From an optimization exercise on the open Yosys and OpenROAD flow, aimed at small area; shortcuts taken in it are not production practice. Where RTL was checked, it was by simulation tests only, not by an equivalence proof against the original. Only the layout flow was run in run 2; the RTL was not checked for function there. No activity file was given, so power comes from the tool's default toggle rates.

==> flow/design.v, too long to show whole: its modules and the start of the top module <==
// module fos_tdm_sched: 1078 lines
module fos_tdm_sched #(
    parameter int NCH = 4,
    parameter int DW  = 32,
    parameter int CW  = 11,
    localparam int CHW = $clog2(NCH)
) (
    input  logic              clk,
    input  logic              reset,
    input  logic [NCH-1:0]    in_valid,
    input  logic [NCH*DW-1:0] in_data,
    output logic [NCH-1:0]    in_ready,
    output logic              out_valid,
    output logic [DW-1:0]     out_data,
    output logic [CHW-1:0]    out_ch,
    input  logic              out_ready,
    input  logic              cfg_we,
    input  logic              cfg_clr,
    input  logic [CHW-1:0]    cfg_ch,
    input  logic [CW-1:0]     cfg_a1,
    input  logic [CW-1:0]     cfg_b1
);
  // ...
==> flow/flow/run.sh <==
#!/bin/bash
set -euo pipefail
KNOBS=(
  "BUFFER_PORTS_ARGS=-buffer_cell sky130_fd_sc_hd__buf_1"
  "CTS_ARGS=-sink_clustering_enable -repair_clock_nets -dont_use_dummy_load -sink_clustering_size 30 -sink_clustering_max_diameter 180 -buf_list {sky130_fd_sc_hd__clkbuf_8 sky130_fd_sc_hd__clkbuf_16}"
)
bash standard.sh "${KNOBS[@]}" synth > standard_synth.log 2>&1

RES=orfs/results/sky130hd/fos_tdm_sched/base
LIB=$FLOW_HOME/platforms/sky130hd/lib/sky130_fd_sc_hd__tt_025C_1v80.lib
YOSYS=$FLOW_HOME/../tools/install/yosys/bin/yosys
[[ -x $YOSYS ]] || YOSYS=yosys
cp $RES/1_2_yosys.v $RES/1_2_yosys_standard.v
cat > resyn.ys <<EOF
read_liberty -ignore_miss_func $LIB
read_verilog $RES/1_2_yosys_standard.v
hierarchy -top $FLOW_TOP
setattr -mod -set blackbox 1 sky130_fd_sc_hd__fa_1 sky130_fd_sc_hd__ha_1 sky130_fd_sc_hd__edfxtp_1 sky130_fd_sc_hd__dfxtp_1 sky130_fd_sc_hd__conb_1
flatten
delete t:\$scopeinfo
opt_clean
abc -liberty $LIB -dont_use *lpflow* -dont_use *probe* -script +strash;dch;amap;topo
opt_clean
hilomap -singleton -hicell sky130_fd_sc_hd__conb_1 HI -locell sky130_fd_sc_hd__conb_1 LO
setundef -zero
splitnets
opt_clean -purge
stat -liberty $LIB
write_verilog -noattr -nohex -nodec $RES/1_2_yosys.v
EOF
$YOSYS -l resyn.log resyn.ys > /dev/null 2>&1
rm -f $RES/1_synth.odb $RES/1_synth.sdc
bash standard.sh "${KNOBS[@]}" finish > standard.log 2>&1
==> flow/standard.sh <==
#!/bin/bash
# synth_recipe.tcl (not shown) runs the flow's synth.tcl, then flattens the netlist and writes it again
# the make line also repeats each setting of config.mk as NAME=value (left out here)
make -C /OpenROAD-flow-scripts/flow DESIGN_CONFIG=/design/flow/config.mk WORK_HOME=/design/flow/orfs CLKGATE_MAP_FILE= SYNTH_SCRIPT=/design/flow/synth_recipe.tcl "${@:-finish}"
==> flow/config.mk <==
export PLATFORM = sky130hd
export DESIGN_NAME = fos_tdm_sched
export DESIGN_NICKNAME = fos_tdm_sched
export VERILOG_FILES = /design/flow/design.v
export SDC_FILE = /design/flow/constraint.sdc
export NUM_CORES = 4
export LEC_CHECK = 0
export ABC_AREA = 1
export CAP_MARGIN = 20
export CORE_MARGIN = 2
export CORE_UTILIZATION = 65
export GPL_TIMING_DRIVEN = 1
export PLACE_DENSITY = 0.75
export SLEW_MARGIN = 20
==> flow/constraint.sdc <==
create_clock -name core_clock -period 11.0 [get_ports {clk}]
set_input_delay 2.2000 -clock core_clock [delete_from_list [all_inputs] [get_ports {clk}]]
set_output_delay 2.2000 -clock core_clock [all_outputs]
set_load 0.01 [all_outputs]
==> key figures, run 1 <==
Outcome
  • Status: complete, no violations

Power and ir drop
  • P_leak: roughly 8.5 nW
  • Power in the clock group: 0.635 mW
  • Logic gate share of total power: 0.322

Placed design
  • RePlAce Congestion: 0.997

Hold path
  • Hold Path Class: flip-flop to flip-flop

STA
  • Setup tns final: 0 ns
  • Final Skew: around 0.031 ns
  • Ratio of final minimum period to clock period: 0.937
  • Post-Route Hold Slack: 0.488 ns
  • Relative slew slack: 0.264

Yosys
  • Post-synth net total: ~2900
  • Synthesized area per cell: roughly 11 um2

Global route
  • Met2 capacity usage during global routing: 0.603
  • GRT Residual Overflow: 0
  • Top Usage Layer GRT: met2
  • Vias in the first global route: 21900
  • Antenna violations before repair: 0

Floorplanning
  • Placement row count: 73
  • Die Span Y: 205 um

Finish
  • Leading cell types in the layout, fill and taps excluded: sky130_fd_sc_hd__edfxtp_1 (346), sky130_fd_sc_hd__nor2_1 (341), sky130_fd_sc_hd__a21oi_1 (317)
  • Post-route cell area: between 20000 and 30000 um2

Setup path
  • R2R Path Start: rr_q[0]
  • Reg2Reg Depth: 34
  • Cell at the slowest stage of the critical path: sky130_fd_sc_hd__nor3_4

Detailed routing
  • Detailed Route WL: 82700 um
  • Routed length per instance: approximately 25 um
  • Wire length on met1: around 31000 um
  • DRT antenna net count: 0
  • Uppermost layer routed: met4

Clock tree
  • Clk Latency, worst-skew pair: approximately 0.54 ns
==> run 2, diff against run 1 <==
--- a/flow/design.v
+++ b/flow/design.v
@@ -19,40 +19,36 @@
     input  logic [CW-1:0]     cfg_a1,
     input  logic [CW-1:0]     cfg_b1
 );
     logic [CW-1:0]  a1_q    [NCH];
     logic [CW-1:0]  b1_q    [NCH];
     logic [DW-1:0]  xprev_q [NCH];
     logic [DW-1:0]  yprev_q [NCH];
     logic [NCH-1:0] hz_q, cz_q;
-    logic [CHW-1:0] rr_q;
+    logic [NCH-1:0] rr_q;
     logic           out_valid_q;
     logic [DW-1:0]  out_data_q;
     logic [CHW-1:0] out_ch_q;
     logic           slot_free;
     logic           grant_found;
     logic [CHW-1:0] grant_idx;
     logic [NCH-1:0] gsel;
     logic           accept;
     logic [DW-1:0]  x, xp, yp;
     logic [CW-1:0]  a1, b1;
     logic [DW-1:0]  y;
     assign slot_free = !out_valid_q || out_ready;
     always_comb begin
-        case (rr_q)
-            2'd0: gsel = in_valid[0] ? 4'b0001 : in_valid[1] ? 4'b0010 :
-                         in_valid[2] ? 4'b0100 : in_valid[3] ? 4'b1000 : 4'b0000;
-            2'd1: gsel = in_valid[1] ? 4'b0010 : in_valid[2] ? 4'b0100 :
-                         in_valid[3] ? 4'b1000 : in_valid[0] ? 4'b0001 : 4'b0000;
-            2'd2: gsel = in_valid[2] ? 4'b0100 : in_valid[3] ? 4'b1000 :
-                         in_valid[0] ? 4'b0001 : in_valid[1] ? 4'b0010 : 4'b0000;
-            default: gsel = in_valid[3] ? 4'b1000 : in_valid[0] ? 4'b0001 :
-                         in_valid[1] ? 4'b0010 : in_valid[2] ? 4'b0100 : 4'b0000;
-        endcase
+        gsel = '0;
+        for (int s = 0; s < NCH; s++)
+            if (rr_q[s])
+                for (int i = NCH - 1; i >= 0; i--)
+                    if (in_valid[(s + i) % NCH])
+                        gsel = NCH'(1) << ((s + i) % NCH);
         grant_found = |in_valid;
         grant_idx   = {gsel[3] | gsel[2], gsel[3] | gsel[1]};
     end
     assign accept   = reset && slot_free && grant_found;
     assign in_ready = accept ? gsel : '0;
     always_comb begin
         x  = '0;
         xp = '0;
@@ -1022,20 +1018,20 @@
     wire s301, c301;
     assign {c301, s301} = s236 + c268 + s269;
     wire s302 = s238 ^ c269 ^ s270;
     wire [31:0] ra = {s302, s301, s300, s299, s298, s297, s296, s295, s294, s293, s292, s291, s290, s289, s288, s287, s286, s285, s284, s283, s282, s281, s280, s279, s278, s277, s276, s275, s274, s273, s272, s271};
     wire [31:0] rb = {c301, c300, c299, c298, c297, c296, c295, c294, c293, c292, c291, c290, c289, c288, c287, c286, c285, c284, c283, c282, c281, c280, c279, c278, c277, c276, c275, c274, c273, c272, c271, s239};
     assign y = ra + rb;
     always_ff @(posedge clk) begin
         if (!reset) begin
-            rr_q        <= '0;
+            rr_q        <= NCH'(1);
             out_valid_q <= 1'b0;
         end else if (accept) begin
-            rr_q        <= grant_idx + CHW'(1);
+            rr_q        <= {gsel[NCH-2:0], gsel[NCH-1]};
             out_valid_q <= 1'b1;
         end else if (out_ready) begin
             out_valid_q <= 1'b0;
         end
     end
     always_ff @(posedge clk) begin
         if (accept)
             out_ch_q <= grant_idx;
--- a/flow/flow/run.sh
+++ b/flow/flow/run.sh
@@ -1,13 +1,13 @@
 #!/bin/bash
 set -euo pipefail
 KNOBS=(
   "BUFFER_PORTS_ARGS=-buffer_cell sky130_fd_sc_hd__buf_1"
-  "CTS_ARGS=-sink_clustering_enable -repair_clock_nets -dont_use_dummy_load -sink_clustering_size 30 -sink_clustering_max_diameter 180 -buf_list {sky130_fd_sc_hd__clkbuf_8 sky130_fd_sc_hd__clkbuf_16}"
+  "CTS_ARGS=-sink_clustering_enable -repair_clock_nets -dont_use_dummy_load -sink_clustering_size 24 -sink_clustering_max_diameter 150 -buf_list {sky130_fd_sc_hd__clkbuf_8 sky130_fd_sc_hd__clkbuf_16}"
 )
 bash standard.sh "${KNOBS[@]}" synth > standard_synth.log 2>&1
 
 RES=orfs/results/sky130hd/fos_tdm_sched/base
 LIB=$FLOW_HOME/platforms/sky130hd/lib/sky130_fd_sc_hd__tt_025C_1v80.lib
 YOSYS=$FLOW_HOME/../tools/install/yosys/bin/yosys
 [[ -x $YOSYS ]] || YOSYS=yosys
 cp $RES/1_2_yosys.v $RES/1_2_yosys_standard.v
==> run 2 against run 1 <==
- still clean on timing, DRC and antenna
- combinational power increased by about 10%
- utilization increased by 0.94 points
- clock power increased by 8.8%
- flip-flop and latch count increased by 2
- die area increased by 0.17%
- sequential share of layout area decreased by 0.32 points
- non-clock buffer count increased by 12
- register-to-register slack got worse by 0.03 ns
==> key figures, run 2 <==
Outcome
  • Status: complete, no violations (unchanged)

Detailed routing
  • Number of vias in the routed layout: 22900 (was 22800)
  • Routed length per instance: 25.4 um (about the same)
  • Detailed Route WL: 83000 um (was 82700 um)
  • 1st-pass router iterations: 10 (was 9)
  • Routed via count divided by cell count: 7.02 (was 7.01)
  • Initial detailed-routing violation count: 3086 (was 3362)
  • DRT antenna net count: 0 (unchanged)
  • Drt drc: 0 (unchanged)

Setup path
  • Crit-path leading delay family: compound AO/OA/AOI/OAI gates (unchanged)
  • Minimum setup slack among reg-to-reg paths: 1.69 ns (was 1.72 ns)
  • Critical path arrival: 10.71 ns (was 10.64 ns)
  • Reg2Reg Depth: 38 (was 34)
  • Buffers & Inverters on Critical Path: 9 (was 6)
  • Largest stage delay, worst path: 0.54 ns (was 0.66 ns)
  • CP endpoint kind: flip-flop (unchanged)
  • CP max FO: 20 (was 11)
  • Crit-path most repeated cell: sky130_fd_sc_hd__fa_1 (was sky130_fd_sc_hd__nor2_1)
  • Element type at the critical path start: input pin (unchanged)
  • Data required time at the worst endpoint: 11.26 ns (was 11.33 ns)
  • R2R Path Start: rr_q[2] (was rr_q[0])
  • Cell at the slowest stage of the critical path: sky130_fd_sc_hd__fa_1 (was sky130_fd_sc_hd__nor3_4)
  • Critical setup path kind: input pin to flip-flop (unchanged)
  • Worst r2r dst: yprev_q[3][29] (was yprev_q[2][27])

Floorplanning
  • Chip width: 205 um (about the same)
  • Die Span Y: 205 um (about the same)
  • Count of boundary I/O pins: 200 (unchanged)
  • Initial standard-cell utilization of the core: 0.659 (was 0.658)
  • Die outline area: 41900 um2 (about the same)
  • Core Region: 39700 um2 (unchanged)
  • Placement row count: 73 (unchanged)

Clock tree
  • Hold-fix buffers at CTS: 0 (unchanged)
  • CTS Root Buffer Type: sky130_fd_sc_hd__clkbuf_16 (unchanged)
  • Clk Latency, worst-skew pair: 0.55 ns (was 0.54 ns)
  • CTS clock-pin slew for the worst setup and hold paths: 0.09 ns (was 0.11 ns)
  • Level count of the clock H-tree: 1 (unchanged)
  • CTS tree: built (unchanged)
  • Largest buffer count on any clock path: 3 (unchanged)
  • Resized cells post-CTS: 0 (unchanged)
  • Inserted Clock Buffers: 18 (was 15)
  • CTS sink cnt: 359 (was 357)
  • Setup Buffers After CTS: 0 (unchanged)

Placed design
  • Detailed Place HPWL: 61900 um (was 60700 um)
  • RePlAce Congestion: 0.992 (was 0.997)
  • Buffers added on ports: 199 (unchanged)
  • Placed inst area: 29300 um2 (was 29000 um2)

Hold path
  • Worst-case hold path end point: hz_q[1] (unchanged)
  • Hold Path Class: flip-flop to flip-flop (unchanged)
  • Hold path depth: 2 (unchanged)
  • Startpoint of the worst hold path: hz_q[1] (unchanged)

STA
  • Final worst path period need: 10.45 ns (was 10.31 ns)
  • Setup violators final: 0 (unchanged)
  • Final Skew: 0.0351 ns (was 0.0310 ns)
  • Fin. Hold Viols: 0 (unchanged)
  • Post-Route Hold Slack: 0.497 ns (was 0.488 ns)
  • Final count of pins violating max slew: 0 (unchanged)
  • Transition time at the pin with the least slew margin: 1.18 ns (was 1.10 ns)
  • Ratio of final minimum period to clock period: 0.950 (was 0.937)
  • Maximum achievable frequency: 95.7 MHz (was 97.0 MHz)
  • Relative slew slack: 0.216 (was 0.264)

Finish
  • Net total in the final layout: 3231 (was 3211)
  • Fill cell total of the finished layout: 2714 (was 2823)
  • Leading cell type in the layout, fill and taps excluded: sky130_fd_sc_hd__edfxtp_1 (unchanged)
  • Post-route cell area: 29800 um2 (was 29400 um2)
  • Diodes inserted: 0 (was 1)
  • Area grow syn2layout: 13.8% (was 12.5%)
  • Leading cell types in the layout, fill and taps excluded: sky130_fd_sc_hd__edfxtp_1 (346), sky130_fd_sc_hd__nor2_1 (333), sky130_fd_sc_hd__a21oi_1 (304) (was sky130_fd_sc_hd__edfxtp_1 (346), sky130_fd_sc_hd__nor2_1 (341), sky130_fd_sc_hd__a21oi_1 (317))
  • Registers with the most flip-flops: xprev_q: 128 flops, yprev_q: 128 flops (unchanged)
  • Footprint of the multi-input gates: 15300 um2 (about the same)
  • Fraction of layout instances using a drive strength above 1: 0.0922 (was 0.0801)
  • Sequential standard cell area: 10700 um2 (was 10600 um2)

Yosys
  • Syn. warnings: 5 (unchanged)
  • Synthesized area per cell: 11.0 um2 (about the same)
  • Post-synth net total: 2868 (was 2863)
  • Area of the mapped netlist: 26200 um2 (about the same)
  • Number of cells produced by synthesis: 2382 (was 2377)

Job
  • Maximum capacitance violations: 0 (unchanged)

Global route
  • Vias in the first global route: 21900 (about the same)
  • Wire length of the first global-routing pass: 127000 um (about the same)
  • GRT Resource Usage Total: 0.402 (was 0.400)
  • Pin count of the biggest net entering global routing: 70 (was 62)
  • GRT Residual Overflow: 0 (unchanged)
  • Antenna violations before repair: 1 (was 0)

Power and ir drop
  • IR drop worst, VDD: 211 uV (was 142 uV)
  • P_leak: 8.65 nW (was 8.50 nW)
  • Pwr/cell area: 118 nW/um2 (was 115 nW/um2)
## run 2: cell count changes in the layout (fill, tap and decap cells not counted), sizes merged, moves of 4 or more
cell | before | now
a21oi | 321 | 309
a221o | 8 | 13
a222oi | 37 | 33
a22o | 80 | 67
buf | 329 | 343
clkinv | 194 | 210
nand4 | 7 | 3
nor2 | 346 | 340
nor3 | 16 | 20
o21a | 7 | 2
o21ai | 75 | 65
o22ai | 294 | 314
## run 2: worst max path at each step
stage	from	endpoint	depth (start not counted)
global route	in_valid[0]	yprev_q[3][29]	39
floorplan	in_valid[0]	yprev_q[0][29]	35
detailed placement	in_valid[0]	yprev_q[2][29]	37
global placement	in_valid[0]	yprev_q[3][29]	38
finish	in_valid[0]	yprev_q[1][26]	33
CTS	in_valid[0]	yprev_q[1][29]	37
## run 2: worst min-delay path, delay by kind of cell, from the launching register on
family          cells  cell delay (ns)
flops               1             0.34
compound gates      1             0.07
buf+inv             1             0.04
## run 2: report_power, final
group	total, mW	internal [mW]	switching [mW]	leakage [nW]
logic	1.19	0.389	0.797	5.15
clock network	0.691	0.294	0.398	0.222
registers	1.65	1.63	0.0258	3.28
total	3.53	2.31	1.22	8.65
## run 2: layout make-up
type / count / share of cell area
multi-input combinational: 1811 / 0.514
tap: 525 / 0.0220
sequential: 359 / 0.357
inverter: 212 / 0.0283
clock buffer: 18 / 0.0151
timing repair buffer: 343 / 0.0637
## run 2: layer usage
| metal | up-vias | share of wire | GRT usage |
|---|---|---|---|
| met5 | - | 0.00014 | 0 |
| li1 | 10000 | - | - |
| met1 | 11000 | 0.38 | 0.574 |
| met3 | 188 | 0.15 | 0.123 |
| met2 | 1727 | 0.44 | 0.604 |
| met4 | 2 | 0.029 | 0.106 |
## run 2: through the flow
stage	utilization	instances	total power, mW	worst slack, ns	setup TNS (ns)
2_1_floorplan	-	2382	2.37	-3.22	-230.90
3_5_place_dp	0.738	3250	2.83	-0.0520	-0.208
4_1_cts	0.749	3268	3.49	0.462	0
6_report	0.750	3268	3.53	0.552	0
5_1_grt	0.750	3268	3.66	-0.0239	-0.0949
3_3_place_gp	0.738	3250	2.79	0.328	0

separate check: timing with driven ports:
No port has a modelled driver above. Below, the same layouts with a new extraction and two added sets of constraints.
Step 1 assumes that a clkbuf_16 drives the clock port and a buf_2 every other input.
Step 2, shift: input delay + t, output delay - t, t = (earliest + latest rising clock arrival at the registers) / 2. This alone moves slack from input paths to output paths.
a / b / c = no drivers / after step 1 / after step 2; a / b = the first two.
| run | t, ns | slack for setup (ns) | worst register clock-pin slew, ns | worst data-port slew with drivers (ns) | pins driven straight from the clock port |
|---|---|---|---|---|---|
| run 1 | 0.587 | 0.690 / 0.726 / 0.139 | 0.11 / 0.11 | 0.07 | 1 |
| run 2 | 0.592 | 0.552 / 0.576 / -0.016 | 0.09 / 0.09 | 0.06 | 1 |
With both steps, setup timing fails in run 2, where it was met with ideal ports. The setup slack of run 2, which loses most, moves by +0.024 ns with the drivers and by -0.568 ns with both steps.
